From an optimization exercise on the open Yosys and OpenROAD flow, aimed at small area, a short achievable clock period and few clock cycles per item; shortcuts taken in it are not production practice.
The RTL was checked by simulation tests, not by an equivalence proof against the original design.

[run.sh]
#!/bin/bash
# synth_recipe.tcl (not shown) runs the flow's synth.tcl, then flattens the netlist and writes it again
# the make line also repeats each setting of config.mk as NAME=value (left out here)
make -C /OpenROAD-flow-scripts/flow DESIGN_CONFIG=/design/flow/config.mk WORK_HOME=/design/flow/orfs CLKGATE_MAP_FILE= SYNTH_SCRIPT=/design/flow/synth_recipe.tcl finish
[config.mk]
export PLATFORM = sky130hd
export DESIGN_NAME = rational_fraction_alu_core
export DESIGN_NICKNAME = rational_fraction_alu_core
export VERILOG_FILES = /design/flow/design.v
export SDC_FILE = /design/flow/constraint.sdc
export NUM_CORES = 4
export LEC_CHECK = 0
export CAP_MARGIN = 20
export CORE_MARGIN = 2
export CORE_UTILIZATION = 60
export SETUP_SLACK_MARGIN = 5
export SLEW_MARGIN = 20
[constraint.sdc]
create_clock -name core_clock -period 11.0 [get_ports {clk}]
set_input_delay 2.2000 -clock core_clock [delete_from_list [all_inputs] [get_ports {clk}]]
set_output_delay 2.2000 -clock core_clock [all_outputs]
set_load 0.01 [all_outputs]
[design.v]
package rfa_pkg;
  localparam logic [2:0] KIND_ADD = 3'd0;
  localparam logic [2:0] KIND_SUB = 3'd1;
  localparam logic [2:0] KIND_MUL = 3'd2;
  localparam logic [2:0] KIND_DIV = 3'd3;
  localparam logic [2:0] KIND_CMP = 3'd4;
  localparam logic [2:0] KIND_RED = 3'd5;
  localparam logic [1:0] ST_OK   = 2'd0;
  localparam logic [1:0] ST_ZDEN = 2'd1;
  localparam logic [1:0] ST_DIV0 = 2'd2;
  localparam logic [1:0] ST_OVF  = 2'd3;
  localparam logic [1:0] ORD_LT = 2'd0;
  localparam logic [1:0] ORD_EQ = 2'd1;
  localparam logic [1:0] ORD_GT = 2'd2;
endpackage
import rfa_pkg::*;
module rfa_gcd (
  input  logic        clk,
  input  logic        rst_n,
  input  logic        start,       
  input  logic        direct,      
  input  logic [1:0]  st,          
  input  logic [1:0]  ord,         
  input  logic        neg,         
  input  logic        last,
  input  logic [63:0] a_in,        
  input  logic [63:0] b_in,        
  input  logic        grant,       
  output logic        free,        
  output logic        rv,          
  output logic [31:0] r_mag,       
  output logic        r_neg,
  output logic [30:0] r_den,
  output logic [1:0]  r_st,
  output logic [1:0]  r_ord,
  output logic        r_last
);
  localparam logic [1:0] G_IDLE  = 2'd0;
  localparam logic [1:0] G_START = 2'd1;    
  localparam logic [1:0] G_GCD   = 2'd2;
  localparam logic [1:0] G_HOLD  = 2'd3;    
  function automatic logic [1:0] tz_f(input logic [3:0] v);
    if (v[1])      tz_f = 2'd0;
    else if (v[2]) tz_f = 2'd1;
    else if (v[3]) tz_f = 2'd2;
    else           tz_f = 2'd3;
  endfunction
  function automatic logic [63:0] shr_f(input logic [63:0] v, input logic [1:0] k);
    case (k)
      2'd0:    shr_f = {1'b0, v[63:1]};
      2'd1:    shr_f = {2'b0, v[63:2]};
      2'd2:    shr_f = {3'b0, v[63:3]};
      default: shr_f = {4'b0, v[63:4]};
    endcase
  endfunction
  function automatic logic [30:0] shl_f(input logic [30:0] v, input logic [1:0] k);
    case (k)
      2'd0:    shl_f = {v[29:0], 1'b0};
      2'd1:    shl_f = {v[28:0], 2'b0};
      2'd2:    shl_f = {v[27:0], 3'b0};
      default: shl_f = {v[26:0], 4'b0};
    endcase
  endfunction
  function automatic logic shl_ovf_f(input logic [30:0] v, input logic [1:0] k);
    case (k)
      2'd0:    shl_ovf_f = v[30];
      2'd1:    shl_ovf_f = |v[30:29];
      2'd2:    shl_ovf_f = |v[30:28];
      default: shl_ovf_f = |v[30:27];
    endcase
  endfunction
  logic [1:0]  gs_r;
  logic [63:0] a_r, b_r;
  logic [30:0] A1_r, B1_r, A2_r, B2_r;
  logic        gneg_r, glast_r, hovf_r;
  logic [1:0]  gst_r, gord_r;
  logic [64:0] dab, ub;
  logic        eq, gt, ae, be, odd, c_both, c_a, c_b;
  logic [1:0]  tza, tzb, tzd, shmin;
  logic [63:0] px, pg, pp;
  always_comb begin
    px = a_r ^ ~b_r;
    pg = a_r & ~b_r;
    pp = px;
    for (int l = 0; l < 6; l++)
      for (int i = 63; i >= 0; i--)
        if ((i >> l) & 1) begin
          pg[i] = pg[i] | (pp[i] & pg[((i >> l) << l) - 1]);
          pp[i] = pp[i] & pp[((i >> l) << l) - 1];
        end
    dab[0] = ~px[0];
    ub[0]  = ~px[0];
    for (int i = 1; i < 64; i++) begin
      dab[i] = px[i] ^ (pg[i-1] | pp[i-1]);
      ub[i]  = ~(px[i] ^ pg[i-1]);
    end
    dab[64] = ~(pg[63] | pp[63]);    
    ub[64]  = pg[63];                
  end
  assign eq   = pp[63];            
  assign gt   = ub[64];             
  assign ae   = !a_r[0];
  assign be   = !b_r[0];
  assign odd  = !ae && !be;
  assign c_both = ae && be;
  assign c_a  = ae && !be;
  assign c_b  = !ae && be;
  assign tza  = tz_f(a_r[3:0]);
  assign tzb  = tz_f(b_r[3:0]);
  assign tzd  = tz_f(dab[3:0]);
  assign shmin = (tza < tzb) ? tza : tzb;
  logic        hold;
  logic [31:0] sumA, sum2;
  logic [1:0]  shA, shB;
  logic        upd_a;
  assign hold  = gs_r == G_HOLD;
  assign sumA  = {1'b0, A1_r} + {1'b0, hold ? 31'd0 : B1_r};
  assign sum2  = {1'b0, A2_r} + {1'b0, hold ? 31'd0 : B2_r};
  assign shA   = c_a ? tza : tzd;
  assign shB   = c_b ? tzb : tzd;
  assign upd_a = c_a || (odd && gt);    
  logic ovf_step, ovf_end, done;
  assign ovf_end = sumA[31] || sum2[31];
  assign done    = odd && eq;
  always_comb begin
    if (c_both) ovf_step = 1'b0;
    else if (upd_a)
      ovf_step = shl_ovf_f(A1_r, shA) || shl_ovf_f(A2_r, shA) || (odd && ovf_end);
    else
      ovf_step = shl_ovf_f(B1_r, shB) || shl_ovf_f(B2_r, shB) || (odd && ovf_end);
  end
  logic rzero, rovf, wr;
  always_comb begin
    rv    = 1'b0;
    rzero = 1'b1;    
    rovf  = 1'b0;
    case (gs_r)
      G_START: rv = 1'b1;
      G_GCD: begin
        if (done) begin
          rv    = 1'b1;
          rovf  = ovf_end;
          rzero = ovf_end;
        end else begin
          rv    = ovf_step;
          rovf  = 1'b1;
        end
      end
      G_HOLD: begin
        rv    = 1'b1;
        rovf  = hovf_r;
        rzero = hovf_r;
      end
      default: ;
    endcase
  end
  assign wr     = rv && grant;
  assign free   = (gs_r == G_IDLE) || wr;
  assign r_mag  = rzero ? 32'd0 : sumA;
  assign r_neg  = gneg_r && !rzero;
  assign r_den  = rzero ? 31'd1 : sum2[30:0];
  assign r_st   = (gs_r == G_START) ? gst_r : rovf ? ST_OVF : ST_OK;
  assign r_ord  = (gs_r == G_START) ? gord_r : ORD_LT;
  assign r_last = glast_r;
  logic [1:0] gs_n;
  always_comb begin
    gs_n = gs_r;
    if (start) gs_n = direct ? G_START : G_GCD;
    else if (wr) gs_n = G_IDLE;
    else if (rv && gs_r == G_GCD) gs_n = G_HOLD;
    if (!rst_n) gs_n = G_IDLE;
  end
  logic [63:0] a_src, b_src;
  logic [1:0]  a_sh, b_sh;
  assign a_src = odd ? dab[63:0] : a_r;
  assign b_src = odd ? ub[63:0] : b_r;
  assign a_sh  = c_both ? shmin : shA;
  assign b_sh  = c_both ? shmin : shB;
  always_ff @(posedge clk) begin
    gs_r <= gs_n;
    if (gs_r == G_GCD) hovf_r <= !done || ovf_end;
    if (start) begin
      glast_r <= last;
      gst_r   <= st;
      gord_r  <= ord;
      gneg_r  <= neg;
      a_r     <= a_in;
      b_r     <= b_in;
      A1_r    <= 31'd1;
      B1_r    <= 31'd0;
      A2_r    <= 31'd0;
      B2_r    <= 31'd1;
    end else if (gs_r == G_GCD) begin
      if (c_both || upd_a) a_r <= shr_f(a_src, a_sh);
      if (!upd_a)          b_r <= shr_f(b_src, b_sh);
      if (!c_both) begin
        if (upd_a) begin
          A1_r <= shl_f(A1_r, shA);
          A2_r <= shl_f(A2_r, shA);
          if (odd) begin
            B1_r <= sumA[30:0];
            B2_r <= sum2[30:0];
          end
        end else begin
          B1_r <= shl_f(B1_r, shB);
          B2_r <= shl_f(B2_r, shB);
          if (odd) begin
            A1_r <= sumA[30:0];
            A2_r <= sum2[30:0];
          end
        end
      end
    end
  end
endmodule
import rfa_pkg::*;
module rational_fraction_alu_core (
  input  logic               clk,
  input  logic               rst_n,
  input  logic               in_valid,
  output logic               in_ready,
  input  logic [2:0]         in_kind,
  input  logic signed [31:0] in_a_num,
  input  logic signed [31:0] in_a_den,
  input  logic signed [31:0] in_b_num,
  input  logic signed [31:0] in_b_den,
  output logic               out_valid,
  input  logic               out_ready,
  output logic signed [31:0] out_res_num,
  output logic [30:0]        out_res_den,
  output logic [1:0]         out_order,
  output logic [1:0]         out_status,
  output logic               out_last
);
  localparam logic [3:0] M_IDLE  = 4'd0;
  localparam logic [3:0] M_XY    = 4'd1;    
  localparam logic [3:0] M_X     = 4'd2;    
  localparam logic [3:0] M_D     = 4'd3;    
  localparam logic [3:0] M_RA    = 4'd4;    
  localparam logic [3:0] M_RB    = 4'd5;    
  localparam logic [3:0] M_FIN   = 4'd6;    
  localparam logic [3:0] M_RWAIT = 4'd7;    
  localparam logic [3:0] M_ERR   = 4'd8;    
  localparam logic [3:0] M_SKIP  = 4'd9;    
  function automatic logic [1:0] top_f(input logic [31:0] m, input logic s);
    logic c1, c2, c3;
    c1 = s & (&m[7:0]);
    c2 = c1 & (&m[15:8]);
    c3 = c2 & (&m[23:16]);
    if ((|m[31:24]) | c3)      top_f = 2'd3;
    else if ((|m[23:16]) | c2) top_f = 2'd2;
    else if ((|m[15:8]) | c1)  top_f = 2'd1;
    else                       top_f = 2'd0;
  endfunction
  logic [31:0] m_an, m_ad, m_bn, m_bd;
  logic        z_an, z_ad, z_bn, z_bd, sa_in, sb_in;
  logic [1:0]  top_ad, top_bd, top_bn;
  assign m_an   = in_a_num ^ {32{in_a_num[31]}};
  assign m_ad   = in_a_den ^ {32{in_a_den[31]}};
  assign m_bn   = in_b_num ^ {32{in_b_num[31]}};
  assign m_bd   = in_b_den ^ {32{in_b_den[31]}};
  assign z_an   = in_a_num == 32'd0;
  assign z_ad   = in_a_den == 32'd0;
  assign z_bn   = in_b_num == 32'd0;
  assign z_bd   = in_b_den == 32'd0;
  assign sa_in  = (in_a_num[31] ^ in_a_den[31]) && !z_an;
  assign sb_in  = (in_b_num[31] ^ in_b_den[31]) && !z_bn;
  assign top_ad = top_f(m_ad, in_a_den[31]);
  assign top_bd = top_f(m_bd, in_b_den[31]);
  assign top_bn = top_f(m_bn, in_b_num[31]);
  logic [1:0] tad_r, tbd_r, tbn_r;
  always_ff @(posedge clk) begin
    tad_r <= top_ad;
    tbd_r <= top_bd;
    tbn_r <= top_bn;
  end
  logic [3:0]  ms_r;
  logic [2:0]  mk_r;
  logic        mhalf_r, mfirst_r, mph_r, msub_r, msa_r, msb_r, mzd_r;
  logic [1:0]  mcnt_r, mst_r;
  logic [63:0] M1_r, M2_r;
  logic        hv_r, hcmp_r, hlast_r, hsub_r, hsa_r, hsy_r, hneg_r;
  logic [1:0]  hst_r;
  logic [31:0] pm_r;
  logic        ps_r;
  logic [7:0]  ch_r;
  logic        p_en, p_first, p_shift, p_sub, p_dst;
  logic        ov_r, last_r, in_ready_r, tok_r, htok_r;
  logic [31:0] onum_r;
  logic [30:0] oden_r;
  logic [1:0]  sto_r, ordo_r;
  logic        free0, free1, rv0, rv1, start0, start1;
  logic [31:0] mag0, mag1;
  logic        neg0, neg1;
  logic [30:0] den0, den1;
  logic [1:0]  st0, st1, ord0, ord1;
  logic        last0, last1;
  logic out_free, handoff, wr;
  assign out_free = !ov_r || out_ready;
  assign wr       = (tok_r ? rv1 : rv0) && out_free;    
  assign handoff  = hv_r && (htok_r ? free1 : free0);
  assign start0   = handoff && !htok_r;
  assign start1   = handoff && htok_r;
  logic [1:0]  psel, qsel, idx, kmax;
  logic        s1_en, s1_first, s1_shift, s1_sub, s1_dst;
  logic [31:0] pm, qm, qabs;
  logic        ps, qs;
  logic [7:0]  qk;
  assign kmax = (tbd_r > tad_r) ? tbd_r : tad_r;
  logic disp;
  assign disp = (ms_r == M_IDLE) && in_valid && (!hv_r || handoff);
  always_comb begin
    psel     = 2'd0;
    qsel     = 2'd3;
    idx      = 2'd0;
    s1_en    = 1'b0;
    s1_first = 1'b1;
    s1_shift = 1'b1;
    s1_sub   = 1'b0;
    s1_dst   = 1'b0;
    case (ms_r)
      M_IDLE: begin
        s1_en = disp && (in_kind <= KIND_RED);
        if (in_kind == KIND_RED) begin
          psel = 2'd0;
        end else if (in_kind == KIND_MUL || in_kind == KIND_DIV) begin
          psel = 2'd0;
          qsel = (in_kind == KIND_MUL) ? 2'd2 : 2'd0;
          idx  = (in_kind == KIND_MUL) ? top_bn : top_bd;
        end else begin
          psel = 2'd0; qsel = 2'd0;
          idx  = (top_bd > top_ad) ? top_bd : top_ad;
        end
      end
      M_XY: begin
        s1_en = 1'b1;
        if (!mph_r) begin
          psel = 2'd0; qsel = 2'd0;
          s1_first = mfirst_r;
          idx = mfirst_r ? kmax : mcnt_r;
        end else begin
          psel = 2'd1; qsel = 2'd1;
          s1_first = 1'b0; s1_shift = 1'b0; s1_sub = msub_r;
          idx = mcnt_r;
        end
      end
      M_X: begin
        s1_en = 1'b1;
        psel = 2'd0;
        qsel = (mk_r == KIND_MUL) ? 2'd2 : 2'd0;
        s1_first = mfirst_r;
        idx = !mfirst_r ? mcnt_r : (mk_r == KIND_MUL) ? tbn_r : tbd_r;
      end
      M_D: begin
        s1_en = 1'b1; s1_dst = 1'b1;
        psel = 2'd2;
        qsel = (mk_r == KIND_DIV) ? 2'd2 : 2'd0;
        s1_first = mfirst_r;
        idx = !mfirst_r ? mcnt_r : (mk_r == KIND_DIV) ? tbn_r : tbd_r;
      end
      M_RA: begin
        s1_en = 1'b1;
        psel = mhalf_r ? 2'd1 : 2'd0;
      end
      M_RWAIT: begin
        s1_en = handoff;
        psel = 2'd1;
      end
      M_RB: begin
        s1_en = 1'b1; s1_dst = 1'b1;
        psel = mhalf_r ? 2'd3 : 2'd2;
      end
      default: ;
    endcase
  end
  always_comb begin
    case (psel)
      2'd0:    begin pm = m_an; ps = in_a_num[31]; end
      2'd1:    begin pm = m_bn; ps = in_b_num[31]; end
      2'd2:    begin pm = m_ad; ps = in_a_den[31]; end
      default: begin pm = m_bd; ps = in_b_den[31]; end
    endcase
    case (qsel)
      2'd0:    begin qm = m_bd; qs = in_b_den[31]; end
      2'd1:    begin qm = m_ad; qs = in_a_den[31]; end
      2'd2:    begin qm = m_bn; qs = in_b_num[31]; end
      default: begin qm = 32'd1; qs = 1'b0; end
    endcase
    qabs = qm + {31'd0, qs};
    case (idx)
      2'd0:    qk = qabs[7:0];
      2'd1:    qk = qabs[15:8];
      2'd2:    qk = qabs[23:16];
      default: qk = qabs[31:24];
    endcase
  end
  always_ff @(posedge clk) begin
    pm_r    <= pm;
    ps_r    <= ps;
    ch_r    <= qk;
    p_en    <= s1_en && rst_n;
    p_first <= s1_first;
    p_shift <= s1_shift;
    p_sub   <= s1_sub;
    p_dst   <= s1_dst;
  end
  logic [63:0] src, base, sum, acc_next, t3, u3;
  logic [47:0] r [0:8];
  logic [47:0] l1s [0:2], l1c [0:2];
  logic [47:0] l2s [0:1], l2c [0:1];
  logic [47:0] l3s, l3c, l4s, l4c;
  always_comb begin
    for (int j = 0; j < 8; j++) r[j] = ch_r[j] ? ({16'd0, pm_r} << j) : 48'd0;
    r[8] = ps_r ? {40'd0, ch_r} : 48'd0;
    for (int j = 0; j < 3; j++) begin
      l1s[j] = r[3*j] ^ r[3*j+1] ^ r[3*j+2];
      l1c[j] = ((r[3*j] & r[3*j+1]) | (r[3*j] & r[3*j+2]) | (r[3*j+1] & r[3*j+2])) << 1;
    end
    l2s[0] = l1s[0] ^ l1c[0] ^ l1s[1];
    l2c[0] = ((l1s[0] & l1c[0]) | (l1s[0] & l1s[1]) | (l1c[0] & l1s[1])) << 1;
    l2s[1] = l1c[1] ^ l1s[2] ^ l1c[2];
    l2c[1] = ((l1c[1] & l1s[2]) | (l1c[1] & l1c[2]) | (l1s[2] & l1c[2])) << 1;
    l3s = l2s[0] ^ l2c[0] ^ l2s[1];
    l3c = ((l2s[0] & l2c[0]) | (l2s[0] & l2s[1]) | (l2c[0] & l2s[1])) << 1;
    l4s = l3s ^ l3c ^ l2c[1];
    l4c = ((l3s & l3c) | (l3s & l2c[1]) | (l3c & l2c[1])) << 1;
  end
  assign src      = p_dst ? M2_r : M1_r;
  assign base     = p_first ? 64'd0 : p_shift ? {src[55:0], 8'd0} : p_sub ? ~src : src;
  assign t3       = base ^ {24'd0, l4s[39:0]} ^ {24'd0, l4c[39:0]};
  assign u3       = {(base[62:0] & {23'd0, l4s[39:0]}) | (base[62:0] & {23'd0, l4c[39:0]})
                     | ({23'd0, l4s[39:0]} & {23'd0, l4c[39:0]}), 1'b0};
  assign sum      = t3 + u3;
  assign acc_next = p_sub ? ~sum : sum;
  always_ff @(posedge clk) begin
    if (p_en) begin
      if (p_dst) M2_r <= acc_next;
      else       M1_r <= acc_next;
    end
  end
  logic [3:0] ms_n;
  logic [2:0] mk_n;
  logic [1:0] mcnt_n, mst_n;
  logic       mhalf_n, mfirst_n, mph_n, msub_n, msa_n, msb_n, mzd_n, hv_n, hset;
  always_comb begin
    ms_n     = ms_r;
    mk_n     = mk_r;
    mcnt_n   = mcnt_r;
    mst_n    = mst_r;
    mhalf_n  = mhalf_r;
    mfirst_n = mfirst_r;
    mph_n    = mph_r;
    msub_n   = msub_r;
    msa_n    = msa_r;
    msb_n    = msb_r;
    mzd_n    = mzd_r;
    hset     = 1'b0;
    case (ms_r)
      M_IDLE: begin
        if (disp) begin
          mk_n     = in_kind;
          msa_n    = sa_in;
          msb_n    = sb_in;
          msub_n   = (in_kind == KIND_CMP) || (sa_in != (sb_in ^ (in_kind == KIND_SUB)));
          mfirst_n = 1'b0;
          mph_n    = 1'b1;
          mhalf_n  = 1'b0;
          mcnt_n   = idx;
          mzd_n    = z_ad;
          mst_n    = (in_kind == KIND_DIV && !z_ad && !z_bd) ? ST_DIV0 : ST_ZDEN;
          if (in_kind > KIND_RED) ms_n = M_SKIP;
          else if (in_kind <= KIND_CMP && (z_ad || z_bd)) ms_n = M_ERR;
          else if (in_kind == KIND_DIV && z_bn) ms_n = M_ERR;
          else if (in_kind == KIND_RED) ms_n = M_RB;
          else if (in_kind == KIND_MUL || in_kind == KIND_DIV) begin
            mcnt_n   = idx - 2'd1;
            mfirst_n = idx == 2'd0;
            ms_n     = (idx == 2'd0) ? M_D : M_X;
          end else ms_n = M_XY;    
        end
      end
      M_XY: begin
        mfirst_n = 1'b0;
        if (!mph_r) begin
          mph_n  = 1'b1;
          mcnt_n = idx;
        end else begin
          mph_n  = 1'b0;
          mcnt_n = idx - 2'd1;
          if (idx == 2'd0) begin
            mfirst_n = 1'b1;
            ms_n     = (mk_r == KIND_CMP) ? M_FIN : M_D;
          end
        end
      end
      M_X: begin
        mfirst_n = 1'b0;
        mcnt_n   = idx - 2'd1;
        if (idx == 2'd0) begin
          mfirst_n = 1'b1;
          ms_n     = M_D;
        end
      end
      M_D: begin
        mfirst_n = 1'b0;
        mcnt_n   = idx - 2'd1;
        if (idx == 2'd0) ms_n = M_FIN;
      end
      M_RA: begin
        mzd_n = mhalf_r ? z_bd : z_ad;
        ms_n  = M_RB;
      end
      M_RWAIT: begin
        if (handoff) begin
          mhalf_n = 1'b1;
          mzd_n   = z_bd;
          ms_n    = M_RB;
        end
      end
      M_RB: ms_n = M_FIN;
      M_FIN: begin
        hset = 1'b1;
        ms_n = (mk_r == KIND_RED && !mhalf_r) ? M_RWAIT : M_IDLE;
      end
      M_ERR: begin
        hset = 1'b1;
        ms_n = M_IDLE;
      end
      M_SKIP: ms_n = M_IDLE;
      default: ms_n = M_IDLE;
    endcase
    if (!rst_n) ms_n = M_IDLE;
  end
  assign hv_n = rst_n && (hset || (hv_r && !handoff));
  always_ff @(posedge clk) begin
    ms_r     <= ms_n;
    mk_r     <= mk_n;
    mcnt_r   <= mcnt_n;
    mst_r    <= mst_n;
    mhalf_r  <= mhalf_n;
    mfirst_r <= mfirst_n;
    mph_r    <= mph_n;
    msub_r   <= msub_n;
    msa_r    <= msa_n;
    msb_r    <= msb_n;
    mzd_r    <= mzd_n;
    hv_r     <= hv_n;
    in_ready_r <= (ms_n == M_FIN && mk_n != KIND_RED) || (ms_n == M_ERR) || (ms_n == M_SKIP)
               || (ms_n == M_RB && mhalf_n);
    if (hset) begin
      hst_r   <= (ms_r == M_ERR) ? mst_r : (mk_r == KIND_RED && mzd_r) ? ST_ZDEN : ST_OK;
      hcmp_r  <= (ms_r != M_ERR) && (mk_r == KIND_CMP);
      hlast_r <= !(mk_r == KIND_RED && !mhalf_r);
      hsub_r  <= msub_r && (mk_r == KIND_ADD || mk_r == KIND_SUB || mk_r == KIND_CMP);
      hsa_r   <= msa_r;
      hsy_r   <= msb_r ^ (mk_r == KIND_SUB);
      if (mk_r == KIND_ADD || mk_r == KIND_SUB) hneg_r <= msa_r;
      else if (mk_r == KIND_MUL || mk_r == KIND_DIV) hneg_r <= msa_r ^ msb_r;
      else hneg_r <= mhalf_r ? msb_r : msa_r;
    end
  end
  assign in_ready = in_ready_r;
  logic        m1_zero, m1_neg, direct, gneg;
  logic [1:0]  hord;
  logic [63:0] a_in;
  assign m1_zero = M1_r == 64'd0;
  assign m1_neg  = hsub_r && M1_r[63];
  assign direct  = (hst_r != ST_OK) || hcmp_r || m1_zero;    
  assign gneg    = m1_neg ? hsy_r : hneg_r;
  assign a_in    = m1_neg ? -M1_r : M1_r;
  always_comb begin
    if (!hcmp_r) hord = ORD_LT;
    else if (hsa_r != hsy_r) hord = hsa_r ? ORD_LT : ORD_GT;
    else if (m1_zero) hord = ORD_EQ;
    else hord = (M1_r[63] ^ hsa_r) ? ORD_LT : ORD_GT;
  end
  rfa_gcd u_g0 (
    .clk (clk), .rst_n (rst_n), .start (start0), .direct (direct), .st (hst_r),
    .ord (hord), .neg (gneg), .last (hlast_r), .a_in (a_in), .b_in (M2_r),
    .grant (out_free && !tok_r), .free (free0), .rv (rv0), .r_mag (mag0), .r_neg (neg0),
    .r_den (den0), .r_st (st0), .r_ord (ord0), .r_last (last0)
  );
  rfa_gcd u_g1 (
    .clk (clk), .rst_n (rst_n), .start (start1), .direct (direct), .st (hst_r),
    .ord (hord), .neg (gneg), .last (hlast_r), .a_in (a_in), .b_in (M2_r),
    .grant (out_free && tok_r), .free (free1), .rv (rv1), .r_mag (mag1), .r_neg (neg1),
    .r_den (den1), .r_st (st1), .r_ord (ord1), .r_last (last1)
  );
  logic [31:0] omag;
  logic        oneg;
  assign omag = tok_r ? mag1 : mag0;
  assign oneg = tok_r ? neg1 : neg0;
  always_ff @(posedge clk) begin
    ov_r <= rst_n && (wr || (ov_r && !out_ready));
    if (wr) begin
      onum_r <= oneg ? -omag : omag;
      oden_r <= tok_r ? den1 : den0;
      sto_r  <= tok_r ? st1 : st0;
      ordo_r <= tok_r ? ord1 : ord0;
      last_r <= tok_r ? last1 : last0;
    end
    if (!rst_n) begin
      tok_r  <= 1'b0;
      htok_r <= 1'b0;
    end else begin
      if (wr) tok_r <= !tok_r;
      if (handoff) htok_r <= !htok_r;
    end
  end
  assign out_valid   = ov_r;
  assign out_res_num = onum_r;
  assign out_res_den = oden_r;
  assign out_order   = ordo_r;
  assign out_status  = sto_r;
  assign out_last    = last_r;
endmodule
==> results of run 1 <==
## metrics by stage
| step | setup slack, ps | util (%) | std cells | hold slack [ps] |
|---|---|---|---|---|
| final | 4710 | 67.3 | 11600 | 448 |
| after global placement | 3570 | 63.0 | 11300 | 433 |
| after CTS | 4710 | 66.4 | 11600 | 450 |
| after detailed placement | 3530 | 63.0 | 11300 | 434 |
| after global routing | 4560 | 67.3 | 11600 | 481 |
| after floorplan | 4690 | - | 9899 | 421 |
## registers in the layout, indices dropped and copies added (netlist names), 32 cells and up
| name | cells |
|---|---|
| M1_r | 64 |
| M2_r | 64 |
| u_g0.a_r | 64 |
| u_g0.b_r | 64 |
| u_g1.a_r | 64 |
| u_g1.b_r | 64 |
| onum_r | 32 |
## synth_stat cells, drive strengths merged (23+ instances only)
library cell  number
a211o             31
a211oi           298
a21boi            26
a21o             140
a21oi            804
a221oi            34
a22o              26
a22oi             64
a311oi            89
a31oi            118
and2             351
and3              70
buf              151
clkbuf           509
dfxtp            316
edfxtp           484
fa               234
ha               373
inv              553
mux2              90
mux2i            484
mux4              23
nand2           1194
nand2b            63
nand3            167
nand4             70
nor2             945
nor2b             72
nor3             215
nor4              47
o211ai           106
o21a              65
o21ai            448
o21bai            47
o221ai            25
o22ai             36
o31ai             38
or2               32
or3               81
or3b              28
xnor2            426
xor2             257
## cell families (layout without fill, tap and decap cells)
group                    count (synthesis)  after routing  synth area share (%)
XOR/XNOR                               683            683                  7.48
flip-flops                             800            800                  26.1
adder cells (fa/ha/maj)                607            607                  11.7
buffers and inverters                 1214           1159                  5.88
multiplexers                           597            597                  7.98
AO/OA/AOI/OAI                         2581           2581                  21.0
other                                    0              5                     0
AND/OR/NAND/NOR                       3417           3418                  19.9
## per-layer routing
| layer | vias to the layer above | part of all wire (%) | global-route usage [%] |
|---|---|---|---|
| li1 | 35000 | - | - |
| met1 | 36700 | 40 | 54.6 |
| met2 | 4415 | 43 | 61.3 |
| met3 | 744 | 12 | 9.09 |
| met4 | 14 | 4.7 | 17.1 |
| met5 | - | 0.030 | 0 |
## critical path: cells and delay by family, from the launching register on
family | cells | cell delay [ps]
adders and majority gates | 6 | 2800
AOI/OAI and AO/OA | 8 | 1840
and+or+nand+nor | 4 | 470
DFF | 1 | 410
buffers and inverters | 4 | 380
xor gates and xnor gates | 1 | 150
## timing repair
item | 4_1_cts | 5_1_grt
gates resized for setup | 170 | 203
buffers inserted | 55 | 44
pin swaps | 77 | 118
endpoints found under the hold margin | 0 | 0
cloned | 9 | 5
setup endpoints to repair | 740 | 424
## placed cells by master, fill, tap and decap left out, drive strengths merged, types with 36 or more instances in the layout
cell type	synthesis	final
a211oi	298	298
a21o	140	140
a21oi	804	804
a22oi	64	64
a311oi	89	89
a31oi	118	118
and2	351	351
and3	70	70
buf	151	216
clkbuf	509	113
clkdlybuf4s50	0	155
clkinv	1	48
dfxtp	316	316
dlymetal6s2s	0	43
edfxtp	484	484
fa	234	234
ha	373	373
inv	553	562
mux2	90	90
mux2i	484	484
nand2	1194	1194
nand2b	63	63
nand3	167	167
nand4	70	70
nor2	945	945
nor2b	72	72
nor3	215	215
nor4	47	47
o211ai	106	106
o21a	65	65
o21ai	448	448
o21bai	47	47
o22ai	36	36
o31ai	38	38
or3	81	82
xnor2	426	426
xor2	257	257
## layout make-up
cell class	count	area, sq um	share of cell area [%]
tap	1755	2200	2.48
inverter	554	2120	2.39
antenna	5	12.5	0.0141
timing repair inverter	2	20.0	0.0226
timing repair buffer	422	4350	4.90
multi-input combinational	7886	56000	63.1
clock buffer	110	2560	2.89
sequential	800	20900	23.6
clock inverter	71	578	0.652
## worst paths after layout
check	to	slack, ps	depth (start not counted)
setup / recovery	M1_r[54]	4710	23
hold / removal	u_g1.glast_r	450	0
setup reg to reg	M1_r[54]	4710	23
hold reg to reg	u_g1.glast_r	450	0
==> impl_metrics.yaml, run 1 <==
status:
  status: "no timing/DRC/antenna violations"
worst_hold_path:
  hold_start: "hlast_r"
  min_path_type: "reg2reg"
synthesis:
  synth.area.top_cells: "edfxtp_1, dfxtp_1, mux2i_1"
  synth_flop_cell: "edfxtp_1"
  synth_seq_area_share_pct: 26.1
  synth.largest_area_cell: "edfxtp_1"
  synth_top_area_share_pct: 18.2
  syn-num-nets: 10600
  yosys_warnings: 7
  synth_async_sr_flop_share_pct: 0
  synth_edf_count: 484
  synth_cells: 9899
  syn_area_sq_um: 79900
  ys_ff_latch: 800
  synth_cell_types: 115
  synth.avg_cell_area_sq_um: 8.07
clocking:
  cts.htree.levels: 3
  cts_tree: "built"
  clock-sinks: 800
  clockBufferDepth: 3
  cts-root-buf: "clkbuf_16"
  clk_latency_ps: 750
  cts-buffers-inserted: 96
  clkSlewWorstSetupHoldPaths_ps: 60
  cts_hold_buffers: 0
drt:
  drtAntennaViolNets: 0
  routedWlPerCell_um: 24.6
  firstDrtPassIters: 7
  drt-total-wl_um: 285000
  drc: 0
  viasPerCell: 6.62
  drtIter0Drc: 9710
  num_vias: 76800
place:
  place_congestion: 1.01
  hpwlAfterDp_um: 204000
  dpl_cell_area_sq_um: 83000
  io_buffers: 204
worst_setup_path:
  critPathKind: "reg2reg"
  end_kind: "flip-flop"
  critPathSlowestCell: "fa_1"
  worstReg2RegStart: "ch_r[0]"
  required_ps: 11470
  cp.arrival_ps: 6760
  slowest_delay_ps: 570
  critPathLaunchType: "flip-flop"
  crit_path_start: "ch_r[0]"
  path_max_fanout: 8
  cpMostUsedCell: "fa_1"
  cp_cell_sequence: "buf_8 > and2_1 > fa_1 > inv_1 > fa_1 > fa_1 > inv_1 > fa_1 > fa_1 > ha_4 > a21o_1 > a21oi_4 > nor2_2 > a2111o_1 > a31oi_4 > o21ai_4 > a221oi_4 > o41ai_2 > a21oi_2 > nand2b_4 > buf_6 > nor2_1 > xnor2_1"
sta:
  slew_violations: 0
  setup_violations: 0
  skew_ps: 50.3
  hold_viol: 0
  worst_slew_pin_slew_ps: 1270
  fmax_mhz: 159
  relSlewSlack_pct: 15.1
  setup_tns_ps: 0
  rsz0062_at_grt: "true"
  fin_crit_sh_pct: 57.2
  min_period_ps: 6290
grt:
  antenna_found_initial: 15
  grt_max_degree: 127
  grt_pass1_wl_um: 428000
  grt_pass1_vias: 72500
  grt_overflow: 0
  grt.total_usage_pct: 40.2
layout:
  drive_gt1_share_pct: 8.97
  fin_nets: 10500
  area_growth_pct: 11.0
  final.fill_count: 11000
  postLayoutCellArea_sq_um: 88700
die:
  initial_core_util_pct: 60.6
  ios: 205
  die_h_um: 369
  coreArea_sq_um: 132000
  dieArea_sq_um: 136000
  rows: 133
  die_w_um: 369
flow_run:
  drv_cap: 0
Testbench counts, summed over its fixed seeds: cycles 15,332, items 1,280.
==> run 2: changes to the inputs <==
--- a/design.v
+++ b/design.v
@@ -255,5 +255,5 @@
   logic [31:0] m_an, m_ad, m_bn, m_bd;
   logic        z_an, z_ad, z_bn, z_bd, sa_in, sb_in;
-  logic [1:0]  top_ad, top_bd, top_bn;
+  logic [1:0]  top_an, top_ad, top_bd, top_bn;
   assign m_an   = in_a_num ^ {32{in_a_num[31]}};
   assign m_ad   = in_a_den ^ {32{in_a_den[31]}};
@@ -266,4 +266,5 @@
   assign sa_in  = (in_a_num[31] ^ in_a_den[31]) && !z_an;
   assign sb_in  = (in_b_num[31] ^ in_b_den[31]) && !z_bn;
+  assign top_an = top_f(m_an, in_a_num[31]);
   assign top_ad = top_f(m_ad, in_a_den[31]);
   assign top_bd = top_f(m_bd, in_b_den[31]);
@@ -279,4 +280,5 @@
   logic        mhalf_r, mfirst_r, mph_r, msub_r, msa_r, msb_r, mzd_r;
   logic [1:0]  mcnt_r, mst_r;
+  logic        mswx_r, mswy_r, mswd_r;    
   logic [63:0] M1_r, M2_r;
   logic        hv_r, hcmp_r, hlast_r, hsub_r, hsa_r, hsy_r, hneg_r;
@@ -302,15 +304,24 @@
   assign start0   = handoff && !htok_r;
   assign start1   = handoff && htok_r;
-  logic [1:0]  psel, qsel, idx, kmax;
-  logic        s1_en, s1_first, s1_shift, s1_sub, s1_dst;
+  localparam logic [2:0] O_AN = 3'd0, O_BN = 3'd1, O_AD = 3'd2, O_BD = 3'd3, O_ONE = 3'd4;
+  function automatic logic [1:0] min2_f(input logic [1:0] x, input logic [1:0] y);
+    min2_f = (x < y) ? x : y;
+  endfunction
+  function automatic logic [1:0] max2_f(input logic [1:0] x, input logic [1:0] y);
+    max2_f = (x < y) ? y : x;
+  endfunction
+  logic [2:0]  psel, qsel;
+  logic [1:0]  idx, tdq;
+  logic        s1_en, s1_first, s1_shift, s1_sub, s1_dst, swd;
   logic [31:0] pm, qm, qabs;
   logic        ps, qs;
   logic [7:0]  qk;
-  assign kmax = (tbd_r > tad_r) ? tbd_r : tad_r;
   logic disp;
   assign disp = (ms_r == M_IDLE) && in_valid && (!hv_r || handoff);
+  assign tdq = (mk_r == KIND_DIV) ? tbn_r : tbd_r;
+  assign swd = mfirst_r ? (tad_r < tdq) : mswd_r;
   always_comb begin
-    psel     = 2'd0;
-    qsel     = 2'd3;
+    psel     = O_AN;
+    qsel     = O_ONE;
     idx      = 2'd0;
     s1_en    = 1'b0;
@@ -323,51 +334,62 @@
         s1_en = disp && (in_kind <= KIND_RED);
         if (in_kind == KIND_RED) begin
-          psel = 2'd0;
-        end else if (in_kind == KIND_MUL || in_kind == KIND_DIV) begin
-          psel = 2'd0;
-          qsel = (in_kind == KIND_MUL) ? 2'd2 : 2'd0;
-          idx  = (in_kind == KIND_MUL) ? top_bn : top_bd;
+          psel = O_AN;
+        end else if (in_kind == KIND_MUL) begin
+          psel = (top_an < top_bn) ? O_BN : O_AN;
+          qsel = (top_an < top_bn) ? O_AN : O_BN;
+          idx  = min2_f(top_an, top_bn);
+        end else if (in_kind == KIND_DIV) begin
+          psel = (top_an < top_bd) ? O_BD : O_AN;
+          qsel = (top_an < top_bd) ? O_AN : O_BD;
+          idx  = min2_f(top_an, top_bd);
         end else begin
-          psel = 2'd0; qsel = 2'd0;
-          idx  = (top_bd > top_ad) ? top_bd : top_ad;
+          psel = (top_an < top_bd) ? O_BD : O_AN;
+          qsel = (top_an < top_bd) ? O_AN : O_BD;
+          idx  = max2_f(min2_f(top_an, top_bd), min2_f(top_bn, top_ad));
         end
       end
       M_XY: begin
         s1_en = 1'b1;
+        idx   = mcnt_r;
         if (!mph_r) begin
-          psel = 2'd0; qsel = 2'd0;
-          s1_first = mfirst_r;
-          idx = mfirst_r ? kmax : mcnt_r;
+          psel = mswx_r ? O_BD : O_AN;
+          qsel = mswx_r ? O_AN : O_BD;
+          s1_first = 1'b0;
         end else begin
-          psel = 2'd1; qsel = 2'd1;
+          psel = mswy_r ? O_AD : O_BN;
+          qsel = mswy_r ? O_BN : O_AD;
           s1_first = 1'b0; s1_shift = 1'b0; s1_sub = msub_r;
-          idx = mcnt_r;
         end
       end
       M_X: begin
         s1_en = 1'b1;
-        psel = 2'd0;
-        qsel = (mk_r == KIND_MUL) ? 2'd2 : 2'd0;
-        s1_first = mfirst_r;
-        idx = !mfirst_r ? mcnt_r : (mk_r == KIND_MUL) ? tbn_r : tbd_r;
+        idx   = mcnt_r;
+        s1_first = 1'b0;
+        if (mk_r == KIND_MUL) begin
+          psel = mswx_r ? O_BN : O_AN;
+          qsel = mswx_r ? O_AN : O_BN;
+        end else begin
+          psel = mswx_r ? O_BD : O_AN;
+          qsel = mswx_r ? O_AN : O_BD;
+        end
       end
       M_D: begin
         s1_en = 1'b1; s1_dst = 1'b1;
-        psel = 2'd2;
-        qsel = (mk_r == KIND_DIV) ? 2'd2 : 2'd0;
         s1_first = mfirst_r;
-        idx = !mfirst_r ? mcnt_r : (mk_r == KIND_DIV) ? tbn_r : tbd_r;
+        idx = mfirst_r ? min2_f(tad_r, tdq) : mcnt_r;
+        psel = !swd ? O_AD : (mk_r == KIND_DIV) ? O_BN : O_BD;
+        qsel = swd ? O_AD : (mk_r == KIND_DIV) ? O_BN : O_BD;
       end
       M_RA: begin
         s1_en = 1'b1;
-        psel = mhalf_r ? 2'd1 : 2'd0;
+        psel = mhalf_r ? O_BN : O_AN;
       end
       M_RWAIT: begin
         s1_en = handoff;
-        psel = 2'd1;
+        psel = O_BN;
       end
       M_RB: begin
         s1_en = 1'b1; s1_dst = 1'b1;
-        psel = mhalf_r ? 2'd3 : 2'd2;
+        psel = mhalf_r ? O_BD : O_AD;
       end
       default: ;
@@ -376,13 +398,14 @@
   always_comb begin
     case (psel)
-      2'd0:    begin pm = m_an; ps = in_a_num[31]; end
-      2'd1:    begin pm = m_bn; ps = in_b_num[31]; end
-      2'd2:    begin pm = m_ad; ps = in_a_den[31]; end
+      O_AN:    begin pm = m_an; ps = in_a_num[31]; end
+      O_BN:    begin pm = m_bn; ps = in_b_num[31]; end
+      O_AD:    begin pm = m_ad; ps = in_a_den[31]; end
       default: begin pm = m_bd; ps = in_b_den[31]; end
     endcase
     case (qsel)
-      2'd0:    begin qm = m_bd; qs = in_b_den[31]; end
-      2'd1:    begin qm = m_ad; qs = in_a_den[31]; end
-      2'd2:    begin qm = m_bn; qs = in_b_num[31]; end
+      O_AN:    begin qm = m_an; qs = in_a_num[31]; end
+      O_BN:    begin qm = m_bn; qs = in_b_num[31]; end
+      O_AD:    begin qm = m_ad; qs = in_a_den[31]; end
+      O_BD:    begin qm = m_bd; qs = in_b_den[31]; end
       default: begin qm = 32'd1; qs = 1'b0; end
     endcase
@@ -443,4 +466,5 @@
   logic [1:0] mcnt_n, mst_n;
   logic       mhalf_n, mfirst_n, mph_n, msub_n, msa_n, msb_n, mzd_n, hv_n, hset;
+  logic       mswx_n, mswy_n, mswd_n;
   always_comb begin
     ms_n     = ms_r;
@@ -455,4 +479,7 @@
     msb_n    = msb_r;
     mzd_n    = mzd_r;
+    mswx_n   = mswx_r;
+    mswy_n   = mswy_r;
+    mswd_n   = mswd_r;
     hset     = 1'b0;
     case (ms_r)
@@ -468,4 +495,6 @@
           mcnt_n   = idx;
           mzd_n    = z_ad;
+          mswx_n   = (in_kind == KIND_MUL) ? (top_an < top_bn) : (top_an < top_bd);
+          mswy_n   = top_bn < top_ad;
           mst_n    = (in_kind == KIND_DIV && !z_ad && !z_bd) ? ST_DIV0 : ST_ZDEN;
           if (in_kind > KIND_RED) ms_n = M_SKIP;
@@ -503,4 +532,5 @@
       end
       M_D: begin
+        mswd_n   = swd;
         mfirst_n = 1'b0;
         mcnt_n   = idx - 2'd1;
@@ -545,4 +575,7 @@
     msb_r    <= msb_n;
     mzd_r    <= mzd_n;
+    mswx_r   <= mswx_n;
+    mswy_r   <= mswy_n;
+    mswd_r   <= mswd_n;
     hv_r     <= hv_n;
     in_ready_r <= (ms_n == M_FIN && mk_n != KIND_RED) || (ms_n == M_ERR) || (ms_n == M_SKIP)
--- a/config.mk
+++ b/config.mk
@@ -6,7 +6,7 @@
 export NUM_CORES = 4
 export LEC_CHECK = 0
-export CAP_MARGIN = 20
+export CAP_MARGIN = 35
 export CORE_MARGIN = 2
-export CORE_UTILIZATION = 60
+export CORE_UTILIZATION = 50
 export SETUP_SLACK_MARGIN = 5
-export SLEW_MARGIN = 20
+export SLEW_MARGIN = 35
==> run 2 against run 1 <==
Effect of this change:
- still clean
- die area rose by 21%
- cell area rose by 2.4%
- register-to-register slack got worse by 30 ps
- critical path type is now in2reg
- highest routed layer unchanged
==> impl_metrics.yaml, run 2 <==
die:
  rows: 147
  dieArea_sq_um: 164000
  die_h_um: 405
  coreArea_sq_um: 160000
  die_w_um: 405
  ios: 205
  initial_core_util_pct: 50.3
clocking:
  clk_latency_ps: 780
  cts-buffers-inserted: 101
  clkSlewWorstSetupHoldPaths_ps: 60
  cts.htree.levels: 3
  cts_tree: "built"
  cts-root-buf: "clkbuf_16"
  clock-sinks: 803
  clockBufferDepth: 3
worst_setup_path:
  endpoint: "ch_r[3]"
  path_max_fanout: 5
  required_ps: 11610
  critPathSlowestCell: "or4_4"
  cpMostUsedCell: "or4_4"
  critPathTopFamily: "simple AND/OR/NAND/NOR gates"
  critPathKind: "in2reg"
  critPathLaunchType: "input port"
  path_buf_inv: 4
  path_depth: 23
  cp.arrival_ps: 7320
  worstReg2RegStart: "ch_r[2]"
  slowest_delay_ps: 530
  crit_path_start: "in_b_den[28]"
  cp_cell_sequence: "buf_8 > or4_4 > a221oi_4 > nand3_4 > ha_4 > inv_2 > o211ai_1 > buf_4 > a31oi_4 > nor3_4 > nor2_1 > or3_1 > o211ai_1 > ha_2 > o21ai_2 > a2111oi_4 > nand4_1 > or4_4 > or4_4 > buf_6 > nor2_4 > xor2_1 > a21oi_1"
  reg2reg_to: "M2_r[52]"
  ff2ff_path_depth: 24
  end_kind: "flip-flop"
  r2r_setup_slack_ps: 4680
place:
  hpwlAfterDp_um: 217000
  io_buffers: 204
  place_congestion: 0.980
sta:
  fin_crit_sh_pct: 61.0
  min_period_ps: 6710
  fmax_mhz: 149
  hold_viol: 0
  slew_violations: 0
  setup_violations: 0
  rsz0062_at_grt: "true"
  skew_ps: 60.7
  worst_slew_pin_slew_ps: 1450
  setup_tns_ps: 0
  relSlewSlack_pct: 3.28
grt:
  grt_pass1_wl_um: 442000
  grt.total_usage_pct: 34.8
  grt_overflow: 0
  grt_pass1_vias: 70900
  grt_max_degree: 174
  antenna_found_initial: 17
synthesis:
  syn_area_sq_um: 80500
  ys_ff_latch: 803
  synthTopCellsByCount: "nand2_1, nor2_1, a21oi_1, clkbuf_1, o21ai_0"
  synth_fa_ha_area_share_pct: 11.7
  synth_simple_gate_area_share_pct: 20.1
  synth_async_sr_flop_share_pct: 0
  synth_compound_area_share_pct: 20.2
  synth_top_family_by_area: "compound AO/OA/AOI/OAI gates"
  synth_cells: 10000
  synth_flop_cell: "edfxtp_1"
  yosys_warnings: 7
  synth.avg_cell_area_sq_um: 8.04
  synth.largest_area_cell: "edfxtp_1"
  synth_edf_count: 487
  syn-num-nets: 10800
  synth.area.top_cells: "edfxtp_1, dfxtp_1, mux2i_1"
  synth_seq_area_share_pct: 26.0
  synth_cell_types: 107
  synth_top_area_share_pct: 18.2
  synth_mux_area_share_pct: 8.53
  yosysMostFrequentCell: "nand2_1"
  synth_xor_area_share_pct: 7.89
layout:
  final_common_cell: "nand2_1"
  area_growth_pct: 12.8
  layout_common_cells: "nand2_1, nor2_1, a21oi_1"
  final.fill_count: 14800
  drive_gt1_share_pct: 9.62
  fin_nets: 10700
status:
  status: "no timing/DRC/antenna violations"
drt:
  top_layer_used: "met5"
  wl_met3_um: 29900
  viasPerCell: 6.25
  drc: 0
  num_vias: 76100
  routed-wl-met2_um: 125000
  drtAntennaViolNets: 0
  firstDrtPassIters: 7
  drt-total-wl_um: 297000
  drtIter0Drc: 8998
  wl_met1_um: 132000
  routedWlPerCell_um: 24.4
flow_run:
  drv_cap: 0
worst_hold_path:
  min_path_type: "reg2reg"
-- run 2: changes by cell type after synthesis, moves of 57 or more --
cell,previous run,this run
nand2_1,1194,1303
o21ai_0,426,535
a211oi_1,294,209
a21oi_1,800,871
buf_2,77,10
xor2_1,257,315
clkbuf_1,506,563
-- run 2: worst min-delay path by stage --
| stage | start | end | slack (ps) | depth (start not counted) |
|---|---|---|---|---|
| CTS | u_g1.B1_r[7] | u_g1.B1_r[7] | 500 | 2 |
| global placement | u_g1.B1_r[20] | u_g1.B1_r[20] | 490 | 2 |
| floorplan | hlast_r | u_g0.glast_r | 420 | 0 |
| global route | hst_r[1] | u_g1.gst_r[1] | 530 | 0 |
| detailed placement | u_g1.B1_r[17] | u_g1.B1_r[17] | 490 | 2 |
| finish | u_g1.B1_r[3] | u_g1.B1_r[3] | 500 | 2 |
-- run 2: layout make-up --
cell class | instances | area, sq um | area share, %
antenna | 7 | 17.5 | 0.0193
clock buffer | 129 | 2770 | 3.05
clock inverter | 62 | 783 | 0.863
inverter | 526 | 2010 | 2.22
multi-input combinational | 8034 | 57000 | 62.7
sequential | 803 | 21000 | 23.1
tap | 2160 | 2700 | 2.98
timing repair buffer | 467 | 4550 | 5.01
timing repair inverter | 2 | 17.5 | 0.0193
-- run 2: tightest hold or removal path: cells and delay by family, from the launching register on --
| family | cells | cell delay, ps |
|---|---|---|
| AND/OR/NAND/NOR | 1 | 60 |
| AO/OA/AOI/OAI | 1 | 50 |
| flip-flops | 1 | 340 |
-- run 2: logic make-up (layout without fill, tap and decap cells) --
logic type | after synthesis | in the layout
other | 0 | 7
buffers and inverters | 1185 | 1186
XOR/XNOR | 725 | 725
AO/OA/AOI/OAI | 2582 | 2584
multiplexers | 613 | 613
flip-flops | 803 | 803
adder cells (fa/ha/maj) | 611 | 611
AND/OR/NAND/NOR | 3499 | 3501
-- run 2: what timing repair did --
action	4_1_cts	5_1_grt
pin swaps	103	109
hold endpoints to repair	0	0
gates cloned	13	3
gates resized for setup	288	171
endpoints found under the setup margin	882	752
buffers inserted	73	44
hold buffers	0	0
-- run 2: layer usage --
layer	vias to the layer above	global-route usage, %
li1	35300	-
met4	18	11.4
met5	-	0
met1	37000	50.5
met3	476	7.39
met2	3305	51.2
-- run 2: per-stage QoR --
stage	util [%]	area, sq um	setup slack [ps]	hold slack, ps	instances
6_report	56.7	90800	4290	503	12200
5_1_grt	56.7	90800	4120	535	12200
4_1_cts	56.0	89600	4150	500	12100
3_5_place_dp	52.7	84400	2110	490	11900
3_3_place_gp	52.6	84300	2180	487	11900
2_1_floorplan	-	80800	3990	421	10000
Testbench counts of run 2, summed over its fixed seeds: cycles 14,745, items 1,280.

==> what the ideal ports hide <==
Ports are ideal in the flow. The routed layouts listed here were re-timed in OpenROAD.
Step 1, drivers: a clkbuf_16 drives clk and a buf_2 each remaining input, both assumed.
Step 2 moves the port delays by t, midway between the first and last clock arrival at a register: inputs arrive t later, outputs are due t later. That takes back most of the time a late clock gives input paths.
Three values: ideal ports, drivers, drivers and shift; two values: the first two.
| run | shift t [ns] | setup WS [ns] | worst data-port slew with drivers (ns) | cell pins on the clock port's net |
|---|---|---|---|---|
| run 1 | 0.807 | 4.711 / 4.711 / 4.438 | 0.09 | 1 |
| run 2 | 0.841 | 4.290 / 4.329 / 3.488 | 0.13 | 1 |
After both steps setup and hold are still met in every run listed. The setup slack of run 2, which loses most, moves by +0.039 ns with the drivers and by -0.802 ns with both steps.
